Source: an optimization exercise on an open RTL-to-GDS flow (aim: small area, a short achievable clock period and few clock cycles per item). Production flows keep margins and buffers that such runs may drop. Function was checked by simulation only, so behaviour that the tests miss may differ from the original.

==> flow/design.v <==
package subcoord_pkg;
    typedef logic [32-1:0] float_t;
    typedef enum logic [3:0] {
        idle,
        request,
        start_x,
        start_y,
        point,
        count_fp,
        next_x,
        next_y,
        finish,
        done
    } seq_state_t;
    typedef enum logic {
        fp_add,
        fp_sub
    } fp_op_t;
    typedef enum logic [2:0] {
        sel_center_x,
        sel_center_y,
        sel_count,
        sel_step_x,
        sel_step_y
    } operand_sel_t;
endpackage
`timescale 1ns/10ps
module float_adder
(
    input  logic   clock,
    input  logic   reset,
    input  logic   add_start,
    input  logic   add_op,
    input  logic [31:0] add_a,
    input  logic [31:0] add_b,
    output logic   add_done,
    output logic [31:0] add_result
);
    localparam logic [2:0] last_stage = 3'(5 - 1);
    logic [2:0]  stage;          
    subcoord_pkg::float_t      op_a;
    subcoord_pkg::float_t      op_b;           
    logic        res_sign;
    logic [7:0]  res_exp;
    logic [23:0] big_m;
    logic [23:0] small_m;
    logic        eff_sub;
    logic [24:0] sum_m;
    logic [32:0] norm;           
    function automatic logic [32:0] shift_up(input logic [24:0] m, input logic [7:0] e);
        logic [24:0] mm;
        logic [7:0]  ee;
        mm = m;
        ee = e;
        for (int i = 0; i < 12; i++)
        begin
            if (!mm[24])
            begin
                mm = mm << 1;
                ee = ee - 8'd1;
            end
        end
        shift_up = {ee, mm};
    endfunction
    assign norm = shift_up(sum_m, res_exp);
    always_ff @(posedge clock)
    begin
        if (reset)
        begin
            stage    <= '0;
            add_done <= 1'b0;
        end
        else
        begin
            add_done <= 1'b0;
            if (add_start)
                stage <= 3'd1;
            else if (stage == last_stage)
            begin
                stage    <= '0;
                add_done <= 1'b1;
            end
            else if (stage != '0)
                stage <= stage + 3'd1;
        end
    end
    always_ff @(posedge clock)
    begin
        if (add_start)
        begin
            op_a <= add_a;
            op_b <= (add_op == subcoord_pkg::fp_sub) ? {~add_b[31], add_b[30:0]} : add_b;
        end
        if (stage == 3'd1)
        begin
            eff_sub <= op_a[31] ^ op_b[31];
            if (op_a[30:0] >= op_b[30:0])
            begin
                res_sign <= op_a[31];
                res_exp  <= op_a[30:23] + 8'd1;
                big_m    <= {1'b1, op_a[22:0]};
                small_m  <= {1'b1, op_b[22:0]} >> (op_a[30:23] - op_b[30:23]);
            end
            else
            begin
                res_sign <= op_b[31];
                res_exp  <= op_b[30:23] + 8'd1;
                big_m    <= {1'b1, op_b[22:0]};
                small_m  <= {1'b1, op_a[22:0]} >> (op_b[30:23] - op_a[30:23]);
            end
        end
        else if (stage == 3'd2)
            sum_m <= eff_sub ? {1'b0, big_m} - {1'b0, small_m} : {1'b0, big_m} + {1'b0, small_m};
        else if (stage == 3'd3)
            {res_exp, sum_m} <= norm;   
        else if (stage == last_stage)
        begin
            if (op_a[30:0] == '0)
                add_result <= op_b;
            else if (op_b[30:0] == '0)
                add_result <= op_a;
            else if (sum_m == '0)
                add_result <= '0;           
            else
                add_result <= {res_sign, norm[32:25], norm[23:1]};
        end
    end
endmodule
`timescale 1ns/10ps
module pixel_counter (
    input  logic                        clock,
    input  logic                        reset,
    input  logic                        subset_clear,
    input  logic                        point_step,
    input  logic [32-1:0] subset_side,
    output logic                        subset_last,
    output logic                        column_end,
    output logic [16-1:0] write_addr
);
    logic [32-1:0] point_count;   
    logic [32-1:0] column_pos;    
    logic [32-1:0] side_sq;
    assign side_sq     = subset_side * subset_side;
    assign subset_last = (point_count == side_sq);
    assign column_end  = (column_pos == '0) && (point_count != '0);
    always_ff @(posedge clock)
    begin
        if (reset)
        begin
            point_count <= '0;
            column_pos  <= '0;
            write_addr  <= '0;
        end
        else if (subset_clear)
        begin
            point_count <= '0;
            column_pos  <= '0;    
        end
        else if (point_step)
        begin
            point_count <= point_count + 1'b1;
            write_addr  <= write_addr + 1'b1;
            if (column_pos + 1'b1 == subset_side)
                column_pos <= '0;
            else
                column_pos <= column_pos + 1'b1;
        end
    end
endmodule
`timescale 1ns/10ps
module coord_writer
(
    input  logic         clock,
    input  logic         reset,
    input  logic [2:0]   operand_sel,
    input  logic [31:0]  subset_centerpoint_x,
    input  logic [31:0]  subset_centerpoint_y,
    input  logic [31:0]  half_subset_size,
    input  logic [31:0]  pxl_count_fp,
    input  logic         load_x,
    input  logic         load_y,
    input  logic         reload_y,
    input  logic         write_point,
    input  logic [31:0]  add_result,
    output logic [31:0]  add_a,
    output logic [31:0]  add_b,
    output logic [31:0]  coord_x,
    output logic [31:0]  coord_y,
    output logic         coord_write
);
    subcoord_pkg::float_t first_y;    
    always_comb
    begin
        case (operand_sel)
            subcoord_pkg::sel_center_x:
            begin
                add_a = subset_centerpoint_x;
                add_b = half_subset_size;
            end
            subcoord_pkg::sel_center_y:
            begin
                add_a = subset_centerpoint_y;
                add_b = half_subset_size;
            end
            subcoord_pkg::sel_step_x:
            begin
                add_a = coord_x;
                add_b = 32'h3f80_0000;
            end
            subcoord_pkg::sel_step_y:
            begin
                add_a = coord_y;
                add_b = 32'h3f80_0000;
            end
            default:
            begin
                add_a = pxl_count_fp;
                add_b = 32'h3f80_0000;
            end
        endcase
    end
    always_ff @(posedge clock)
    begin
        if (load_x)
            coord_x <= add_result;
        if (load_y)
        begin
            coord_y <= add_result;
            if (operand_sel == subcoord_pkg::sel_center_y)
                first_y <= add_result;   
        end
        else if (reload_y)
            coord_y <= first_y;
    end
    always_ff @(posedge clock)
    begin
        if (reset)
            coord_write <= 1'b0;
        else
            coord_write <= write_point;
    end
endmodule
`timescale 1ns/10ps
module subset_sequencer
(
    input  logic                        clock,
    input  logic                        reset,
    input  logic                        param_ready,
    input  logic                        coord_interface_done,
    input  logic [32-1:0] num_of_subsets,
    input  logic                        subset_last,
    input  logic                        column_end,
    input  logic                        add_done,
    input  logic [31:0]                 add_result,
    input  logic [16-1:0] write_addr,
    output logic                        add_start,
    output logic                        add_op,
    output logic [2:0]                  operand_sel,
    output logic                        load_x,
    output logic                        load_y,
    output logic                        reload_y,
    output logic                        write_point,
    output logic                        subset_clear,
    output logic                        point_step,
    output logic [31:0]                 pxl_count_fp,
    output logic                        coord_new_subset,
    output logic                        sub_done,
    output logic [32-1:0] base_address,
    output logic [32-1:0] num_pxl_int,
    output logic [32-1:0] subset_counter,
    output logic [31:0]                 num_pxl_fp
);
    subcoord_pkg::seq_state_t                  state;
    logic                        busy;         
    logic                        uses_adder;
    logic [16-1:0] addr_span;    
    assign addr_span = write_addr - base_address[16-1:0];
    always_comb
    begin
        uses_adder = (state == subcoord_pkg::start_x) || (state == subcoord_pkg::start_y) || (state == subcoord_pkg::count_fp)
                     || (state == subcoord_pkg::next_x) || (state == subcoord_pkg::next_y);
        add_start  = uses_adder && !busy;
        add_op     = (state == subcoord_pkg::start_x || state == subcoord_pkg::start_y) ? subcoord_pkg::fp_sub : subcoord_pkg::fp_add;
        case (state)
            subcoord_pkg::start_x: operand_sel = subcoord_pkg::sel_center_x;
            subcoord_pkg::start_y: operand_sel = subcoord_pkg::sel_center_y;
            subcoord_pkg::next_x:  operand_sel = subcoord_pkg::sel_step_x;
            subcoord_pkg::next_y:  operand_sel = subcoord_pkg::sel_step_y;
            default: operand_sel = subcoord_pkg::sel_count;
        endcase
        load_x       = add_done && (state == subcoord_pkg::start_x || state == subcoord_pkg::next_x);
        load_y       = add_done && (state == subcoord_pkg::start_y || state == subcoord_pkg::next_y);
        reload_y     = add_done && (state == subcoord_pkg::next_x);   
        write_point  = (state == subcoord_pkg::point);
        subset_clear = (state == subcoord_pkg::request) && coord_interface_done;
        point_step   = (state == subcoord_pkg::count_fp) && !busy;
    end
    always_ff @(posedge clock)
    begin
        if (reset)
        begin
            state            <= subcoord_pkg::idle;
            busy             <= 1'b0;
            pxl_count_fp     <= '0;
            coord_new_subset <= 1'b0;
            sub_done         <= 1'b0;
            base_address     <= '0;
            num_pxl_int      <= '0;
            num_pxl_fp       <= '0;
            subset_counter   <= '0;
        end
        else
        begin
            if (add_start)
                busy <= 1'b1;
            else if (add_done)
                busy <= 1'b0;
            case (state)
                subcoord_pkg::idle:
                begin
                    if (param_ready)
                    begin
                        if (subset_counter < num_of_subsets)
                        begin
                            coord_new_subset <= 1'b1;
                            state            <= subcoord_pkg::request;
                        end
                        else
                        begin
                            sub_done <= 1'b1;
                            state    <= subcoord_pkg::done;
                        end
                    end
                end
                subcoord_pkg::request:
                begin
                    if (coord_interface_done)
                    begin
                        coord_new_subset <= 1'b0;
                        base_address     <= {{(32-16){1'b0}}, write_addr};
                        pxl_count_fp     <= '0;
                        state            <= subcoord_pkg::start_x;
                    end
                end
                subcoord_pkg::start_x:
                    if (add_done)
                        state <= subcoord_pkg::start_y;
                subcoord_pkg::start_y:
                    if (add_done)
                        state <= subcoord_pkg::point;
                subcoord_pkg::point:
                    state <= subcoord_pkg::count_fp;
                subcoord_pkg::count_fp:
                begin
                    if (add_done)
                    begin
                        pxl_count_fp <= add_result;
                        if (subset_last)
                            state <= subcoord_pkg::finish;
                        else if (column_end)
                            state <= subcoord_pkg::next_x;
                        else
                            state <= subcoord_pkg::next_y;
                    end
                end
                subcoord_pkg::next_x, subcoord_pkg::next_y:
                    if (add_done)
                        state <= subcoord_pkg::point;
                subcoord_pkg::finish:
                begin
                    num_pxl_int    <= {{(32-16){1'b0}}, addr_span};
                    num_pxl_fp     <= pxl_count_fp;
                    subset_counter <= subset_counter + 1'b1;
                    if (subset_counter + 1'b1 == num_of_subsets)
                    begin
                        sub_done <= 1'b1;
                        state    <= subcoord_pkg::done;
                    end
                    else
                        state <= subcoord_pkg::idle;
                end
                subcoord_pkg::done:
                    state <= subcoord_pkg::done;    
                default:
                    state <= subcoord_pkg::idle;
            endcase
        end
    end
endmodule
`timescale 1ns/10ps
module subcoord_top
(
    input  logic                        clock,
    input  logic                        reset,
    input  logic                        param_ready,
    input  logic                        coord_interface_done,
    input  logic [32-1:0] num_of_subsets,
    input  logic [31:0]                 subset_centerpoint_x,
    input  logic [31:0]                 subset_centerpoint_y,
    input  logic [31:0]                 half_subset_size,
    input  logic [32-1:0] subset_size_int,
    output logic                        coord_write,
    output logic [16-1:0] coord_addr,
    output logic [31:0]                 coord_x,
    output logic [31:0]                 coord_y,
    output logic                        coord_new_subset,
    output logic [32-1:0] base_address,
    output logic [32-1:0] num_pxl_int,
    output logic [31:0]                 num_pxl_fp,
    output logic                        sub_done,
    output logic [32-1:0] subset_counter
);
    logic         add_start;
    logic         add_done;
    subcoord_pkg::fp_op_t       add_op;
    subcoord_pkg::float_t       add_a;
    subcoord_pkg::float_t       add_b;
    subcoord_pkg::float_t       add_result;
    subcoord_pkg::operand_sel_t operand_sel;
    logic         load_x;
    logic         load_y;
    logic         reload_y;
    logic         write_point;
    logic         subset_clear;
    logic         point_step;
    logic         subset_last;
    logic         column_end;
    subcoord_pkg::float_t       pxl_count_fp;
    subset_sequencer u_sequencer (
        .clock, .reset, .param_ready, .coord_interface_done, .num_of_subsets,
        .subset_last, .column_end, .add_done, .add_result,
        .write_addr (coord_addr),
        .add_start, .add_op, .operand_sel, .load_x, .load_y, .reload_y,
        .write_point, .subset_clear, .point_step, .pxl_count_fp,
        .coord_new_subset, .sub_done, .base_address, .num_pxl_int,
        .subset_counter, .num_pxl_fp
    );
    pixel_counter u_counter (
        .clock, .reset, .subset_clear, .point_step,
        .subset_side (subset_size_int),
        .subset_last, .column_end,
        .write_addr  (coord_addr)
    );
    coord_writer u_writer (
        .clock, .reset, .operand_sel, .subset_centerpoint_x, .subset_centerpoint_y,
        .half_subset_size, .pxl_count_fp, .load_x, .load_y, .reload_y, .write_point,
        .add_result, .add_a, .add_b, .coord_x, .coord_y, .coord_write
    );
    float_adder u_adder (
        .clock, .reset, .add_start, .add_op, .add_a, .add_b, .add_done, .add_result
    );
endmodule
==> flow/run.sh <==
#!/bin/bash
# synth_recipe.tcl (not shown) runs the flow's synth.tcl, then flattens the netlist and writes it again
# the make line also repeats each setting of config.mk as NAME=value (left out here)
make -C /OpenROAD-flow-scripts/flow DESIGN_CONFIG=/design/flow/config.mk WORK_HOME=/design/flow/orfs CLKGATE_MAP_FILE= SYNTH_SCRIPT=/design/flow/synth_recipe.tcl finish
==> flow/config.mk <==
export PLATFORM = sky130hd
export DESIGN_NAME = subcoord_top
export DESIGN_NICKNAME = subcoord_top
export VERILOG_FILES = /design/flow/design.v
export SDC_FILE = /design/flow/constraint.sdc
export NUM_CORES = 4
export LEC_CHECK = 0
export CAP_MARGIN = 20
export CORE_MARGIN = 2
export CORE_UTILIZATION = 40
export SLEW_MARGIN = 20
==> flow/constraint.sdc <==
create_clock -name core_clock -period 12.0 [get_ports {clock}]
set_input_delay 2.4000 -clock core_clock [delete_from_list [all_inputs] [get_ports {clock}]]
set_output_delay 2.4000 -clock core_clock [all_outputs]
set_load 0.01 [all_outputs]
==> results.sh <==
export IMPL_outcome="timing/DRC/antenna clean"
export IMPL_cts_resized=0
export IMPL_period_minus_slack_ns=11.11
export IMPL_path_common_cell="fa_1"
export IMPL_dieArea_um2=118300
export IMPL_cts_htree_levels=2
export IMPL_cp_startpoint="subset_size_int[12]"
export IMPL_tightestPinTransition_ns=1.190
export IMPL_portBuffers=342
export IMPL_fin_crit_sh_pct=92.55
export IMPL_syn_area_per_cell_um2=8.970
export IMPL_ys_flop_type="edfxtp_1"
export IMPL_rsz0062_at_grt="no"
export IMPL_clk_path_buf_depth=3
export IMPL_syn_cell_area_um2=46210
export IMPL_cts_hold_repair_buffers=0
export IMPL_grt_pass1_vias=38398
export IMPL_root_buffer="clkbuf_16"
export IMPL_first_pass_iters=12
export IMPL_post_cts_setup_buffers=0
export IMPL_die_h_um=343.9
export IMPL_vias_per_cell=5.579
export IMPL_start_kind="primary input"
export IMPL_ios=375
export IMPL_drt_iter0_drc=3414
export IMPL_drive_gt1_share_pct=5.994
export IMPL_endpoint_kind="flop"
export IMPL_hold_viol=0
export IMPL_gp_congestion=0.9731
export IMPL_min_path_type="reg2reg"
export IMPL_grt_overflow_total=0
export IMPL_criticalPathCategory="in2reg"
export IMPL_arrival_ns=11.65
export IMPL_layoutNonFillerInstCount=6918
export IMPL_wl_mm=151.0
export IMPL_routed_wl_met3_mm=13.15
export IMPL_synth_edf_count=274
export IMPL_cts_tree="yes"
export IMPL_setup_viol=0
export IMPL_clk_insertion_delay_late_ns=0.67
export IMPL_rows=124
export IMPL_hp_start="u_sequencer.num_pxl_fp[25]$_SDFFE_PP0P_"
export IMPL_fp_dieW_um=343.9
export IMPL_grt_pass1_wl_mm=232.2
export IMPL_postRouteAntennaNets=0
export IMPL_drt_met1_wl_mm=64.86
export IMPL_crit_path_max_fanout=19
export IMPL_postSynthRegisterBits=494
export IMPL_dp_hpwl_mm=116.9
export IMPL_nNetsFinal=6151
export IMPL_grt_start_max_net_pins=70
export IMPL_worstPathRequired_ns=12.54
export IMPL_dr_wl_met2_mm=67.51
export IMPL_cts_buffers=54
export IMPL_start_util_pct=40.36
export IMPL_slew_violations=0
export IMPL_synth_area_leader_cell="edfxtp_1"
export IMPL_finalSetupTns_ns=0
export IMPL_cpPeakStageDelay_ns=1.24
export IMPL_dpl_cell_count=6815
export IMPL_synthCells=5152
export IMPL_path_clk_slew_ns=0.06
export IMPL_top_layer_used="met5"
export IMPL_yosys_warnings=4
export IMPL_synth_cell_types=102
export IMPL_seq_area_frac_synth_pct=27.33
export IMPL_cts_sinks=494
export IMPL_crit_path_top_delay_cell="clkdlybuf4s50_1"
export IMPL_fmax_mhz=90.04
export IMPL_async_reset_ff_share_pct=0
export IMPL_core_um2=114500
export IMPL_maxSlewHeadroom_pct=20.41
export IMPL_fin_skew_ns=0.06729
export IMPL_vias=38594
export IMPL_grt_usage_pct=25.36
export IMPL_wl_per_cell_um=21.82
export IMPL_synth_top_area_share_pct=17.80
export IMPL_antenna_found_initial=16
export IMPL_cap_violations=0
export IMPL_area_growth_pct=14.43
export IMPL_r2r_start="u_adder.res_exp[0]$_DFFE_PP_"
export IMPL_post_route_drc_count=0
export IMPL_ys_top_cells_by_area="edfxtp_1, fa_1, dfxtp_1"
## registers in the layout (all words and copies together), names as in the netlist, 32 cells and up
signal / cells
u_writer.coord_x: 32
u_adder.op_a: 32
u_sequencer.pxl_count_fp: 32
u_adder.op_b: 32
u_sequencer.num_pxl_fp: 32
u_counter.point_count: 32
u_adder.add_result: 32
u_sequencer.subset_counter: 32
u_counter.column_pos: 32
u_writer.first_y: 32
u_writer.coord_y: 32
## synth_stat cells, types with 36 or more instances
cell type and count:
inv_1 538, nand2_1 529, fa_1 375, nor2_1 345, a21oi_1 327, edfxtp_1 274, ha_1 253, clkbuf_1 243
o21ai_0 240, xnor2_1 224, dfxtp_1 220, and2_1 203, xor2_1 124, nand3_1 123, mux2i_1 86, mux2_2 78
nor3_1 73, or3_1 61, nor4_1 60, nand4_1 54, and3_1 53, a22oi_1 47, a211oi_1 46, a21o_1 46
nor2b_1 45, a31oi_1 36
## cells by family after synthesis
logic type                 after synthesis  synth area share [%]
AOI/OAI and AO/OA                     1008                 13.76
other                                    1              0.008115
DFF                                    494                 27.33
adders and majority gates              630                 23.14
and+or+nand+nor                       1648                 17.38
muxes                                  174                 4.251
buffers and inverters                  841                 7.186
xor gates and xnor gates               356                 6.950
## area by class of cell
cell class                      count  area (µm²)
Multi-Input combinational cell   3848       30520
Timing Repair Buffer              420        4019
Tap cell                         1512        1892
Clock inverter                     30       319.1
Clock buffer                       72        1469
Sequential cell                   494       12630
Inverter                          541        2031
Antenna cell                        1       2.502
Fill cell                       11014       61620
## path summary, 6_finish.rpt
path,endpoint,slack [ns],cells past startpoint
setup reg to reg,u_adder.add_result[29]$_DFFE_PP_,4.93,25
setup / recovery,u_sequencer.state[1]$_SDFFE_PP0P_,0.89,29
hold / removal,u_sequencer.num_pxl_fp[25]$_SDFFE_PP0P_,0.45,2
hold reg to reg,u_sequencer.num_pxl_fp[25]$_SDFFE_PP0P_,0.45,2
## metrics by stage
| step | setup WS [ns] | instance area [µm²] | utilization (%) | hold slack, ns |
|---|---|---|---|---|
| after floorplan | 1.431 | 46330 | - | 0.4447 |
| after global placement | 0.4306 | 51090 | 44.62 | 0.4433 |
| after detailed placement | 0.3061 | 51090 | 44.62 | 0.4483 |
| after CTS | 0.9904 | 52880 | 46.18 | 0.4539 |
| after global routing | 0.3893 | 52880 | 46.18 | 0.4803 |
| final | 0.8941 | 52880 | 46.19 | 0.4514 |
## critical path, delay by kind of cell
kind / cells / cell delay [ns]
AOI/OAI and AO/OA: 6 / 1.09
xor gates and xnor gates: 1 / 0.18
adders and majority gates: 9 / 4.32
buffers and inverters: 5 / 1.60
and+or+nand+nor: 8 / 2.01
## per-layer routing
layer,up-vias,GRT usage (%)
li1,18000,-
met2,1494,39.91
met4,26,8.098
met3,289,6.068
met1,18785,34.43
met5,-,0
## cells in the final DEF, fill, tap and decap left out, types with 46 or more instances in the layout
| master | synthesis | routed |
|---|---|---|
| a211oi_1 | 46 | 46 |
| a21o_1 | 46 | 46 |
| a21oi_1 | 327 | 325 |
| a22oi_1 | 47 | 47 |
| and2_1 | 203 | 203 |
| and3_1 | 53 | 53 |
| buf_4 | 32 | 78 |
| clkbuf_16 | 0 | 54 |
| clkdlybuf4s50_1 | 0 | 341 |
| dfxtp_1 | 220 | 220 |
| edfxtp_1 | 274 | 274 |
| fa_1 | 375 | 375 |
| ha_1 | 253 | 252 |
| inv_1 | 538 | 538 |
| mux2_2 | 78 | 78 |
| mux2i_1 | 86 | 86 |
| nand2_1 | 529 | 527 |
| nand3_1 | 123 | 123 |
| nand4_1 | 54 | 54 |
| nor2_1 | 345 | 336 |
| nor3_1 | 73 | 70 |
| nor4_1 | 60 | 57 |
| o21ai_0 | 240 | 240 |
| or3_1 | 61 | 61 |
| xnor2_1 | 224 | 223 |
| xor2_1 | 124 | 123 |
Testbench counts, summed over its fixed seeds: cycles 637,208, points 48,960.

-- what the ideal ports hide --
How much do the figures lean on ideal ports? The routed layout below was timed once more, with nothing changed but the port constraints.
Step 1 assumes that a clkbuf_16 drives the clock port and a buf_2 every other input.
Step 2 moves the port delays by t, midway between the first and last clock arrival at a register: inputs arrive t later, outputs are due t later. That takes back most of the time a late clock gives input paths.
Three values: ideal ports, drivers, drivers and shift; two values: the first two.
shift t [ns]: 0.706
setup slack, ns: 0.894 / 0.922 / 0.216
worst register clock-pin slew, ns: 0.07 / 0.07
worst slew at a driven data input, ns: 0.12
After both steps setup and hold are still met in this run. The setup slack of this run moves by +0.028 ns with the drivers and by -0.678 ns with both steps.
